What follows belongs to an exercise in optimizing a design on an open flow for small area; a production flow would make more cautious choices. RTL that was checked went through simulation tests only; none was proved equivalent to the original. Power figures rest on the tool's default switching activity, not on a simulated workload.

==> module frameTimer, before the edit <==
module frameTimer
(
   input  logic       clk,
   input  logic       reset_n,
   output logic       eof,
   output logic       sof,
   output logic       step1,
   output logic       upd1,
   output logic       step2,
   output logic       upd2
);
   logic [8:0] cnt;
   logic [9:0] inc;
   logic       top;
   assign inc = {1'b0, cnt} + 10'd1;
   always_ff @(posedge clk or negedge reset_n)
   begin
      if (!reset_n)
         cnt <= 9'd28;
      else
         cnt <= {inc[8:6], inc[5] | inc[9], inc[4:0]};
   end
   assign top = &cnt[8:3];
   assign eof = top & ~cnt[2] & cnt[1] & cnt[0];
   assign sof = top & cnt[2] & ~cnt[1] & ~cnt[0];
   assign step1 = sof;
   assign upd1 = top & cnt[2] & ~cnt[1] & cnt[0];
   assign step2 = top & cnt[2] & cnt[1] & ~cnt[0];
   assign upd2 = top & cnt[2] & cnt[1] & cnt[0];
endmodule
==> flow/config.mk <==
export PLATFORM = sky130hd
export DESIGN_NAME = gameTop
export DESIGN_NICKNAME = gameTop
export VERILOG_FILES = /design/flow/design.v
export SDC_FILE = /design/flow/constraint.sdc
export NUM_CORES = 4
export LEC_CHECK = 0
export CAP_MARGIN = 20
export CORE_MARGIN = 2
export CORE_UTILIZATION = 40
export SLEW_MARGIN = 20
==> flow/constraint.sdc <==
create_clock -name core_clock -period 10.0 [get_ports {clk}]
set_input_delay 2.0000 -clock core_clock [delete_from_list [all_inputs] [get_ports {clk}]]
set_output_delay 2.0000 -clock core_clock [all_outputs]
set_load 0.01 [all_outputs]
standard.sh (not shown) runs the stock make flow with config.mk's settings and CLKGATE_MAP_FILE= SYNTH_SCRIPT=/design/flow/synth_recipe.tcl, a recipe that flattens the netlist after the stock synthesis.
==> flow/flow/run.sh <==
#!/bin/bash
# Standard ORFS layout with three changes: the standard synthesis netlist's
# combinational logic is re-mapped for area (flow/remap.tcl, registers kept
# as they are), ports get plain buf_1 buffers, and the clock tree is built
# from small clock buffers without dummy loads.
set -euo pipefail
ARGS=(
  "BUFFER_PORTS_ARGS=-buffer_cell sky130_fd_sc_hd__buf_1"
  "CTS_ARGS=-sink_clustering_enable -repair_clock_nets -dont_use_dummy_load -sink_clustering_size 10 -buf_list {sky130_fd_sc_hd__clkbuf_2 sky130_fd_sc_hd__clkbuf_4}"
)
RES="$PWD/orfs/results/$FLOW_PLATFORM/gameTop/base"
bash standard.sh "${ARGS[@]}" synth > synth.log 2>&1
cp "$RES/1_2_yosys.v" "$RES/1_2_yosys_standard.v"
REMAP_LIB="$FLOW_HOME/platforms/$FLOW_PLATFORM/lib/sky130_fd_sc_hd__tt_025C_1v80.lib" \
REMAP_IN="$RES/1_2_yosys_standard.v" REMAP_OUT="$RES/1_2_yosys.v" REMAP_TOP="$FLOW_TOP" \
  "$FLOW_HOME/../tools/install/yosys/bin/yosys" -c flow/remap.tcl > remap.log 2>&1
rm -f "$RES/1_synth.odb"
bash standard.sh "${ARGS[@]}" finish > finish.log 2>&1
Other scripts of this flow, unchanged in this note and not shown: flow/flow/remap.tcl
==> next run, changes <==
--- a/flow/design.v
+++ b/flow/design.v
@@ -67,25 +67,21 @@
    output logic       step2,
    output logic       upd2
 );
    logic [8:0] cnt;
-   logic [9:0] inc;
-   logic       top;
-   assign inc = {1'b0, cnt} + 10'd1;
    always_ff @(posedge clk or negedge reset_n)
    begin
       if (!reset_n)
-         cnt <= 9'd28;
+         cnt <= 9'd110;
       else
-         cnt <= {inc[8:6], inc[5] | inc[9], inc[4:0]};
+         cnt <= {cnt[7:0], cnt[8] ^ cnt[4] ^ upd2};
    end
-   assign top = &cnt[8:3];
-   assign eof = top & ~cnt[2] & cnt[1] & cnt[0];
-   assign sof = top & cnt[2] & ~cnt[1] & ~cnt[0];
+   assign eof = cnt == 9'd39;
+   assign sof = cnt == 9'd78;
    assign step1 = sof;
-   assign upd1 = top & cnt[2] & ~cnt[1] & cnt[0];
-   assign step2 = top & cnt[2] & cnt[1] & ~cnt[0];
-   assign upd2 = top & cnt[2] & cnt[1] & cnt[0];
+   assign upd1 = cnt == 9'd156;
+   assign step2 = cnt == 9'd313;
+   assign upd2 = cnt == 9'd114;
 endmodule
 `timescale 1ns/1ps
 module playerMotion
 (
After rerunning:
- The new run completed with no timing, DRC or antenna violations
- cell count decreases slightly
- synthesized area drops slightly
- clock-buffer cell count does not change
- combinational power goes down by well over a third
- power decreases by a little under a tenth
- core utilization went up by 0.30 points
- sequential power came out lower by a few percent
- clock skew shrinks by 12 ps
- cell area stays flat
- global-route usage increases by 1.5 points
- worst setup slack improves by 240 ps
The RTL of the second run of this note was laid out without a check of its function.

## port drivers added, routing unchanged
The flow's constraints put no driver on any port. The routed layouts listed below were extracted and timed again, unchanged, in two steps. Step 1, drivers: a clkbuf_16 drives clk and a buf_2 each remaining input, both assumed. Step 2, shift: input delay + t, output delay - t, t = (earliest + latest rising clock arrival at the registers) / 2. This alone moves slack from input paths to output paths. Three values: ideal ports, drivers, drivers and shift; two values: the first two.
run	shift t [ns]	slack for setup (ns)	worst register clock-pin slew, ns	worst data-port slew with drivers (ns)
the first run	0.555	1.261 / 1.267 / 0.712	0.11 / 0.11	0.04
the second run	0.583	1.501 / 1.501 / 1.392	0.11 / 0.11	0.05
After both steps every run listed still meets setup and hold. For the first run, which loses most, drivers alone change the setup slack by +0.006 ns; drivers and shift together by -0.549 ns.
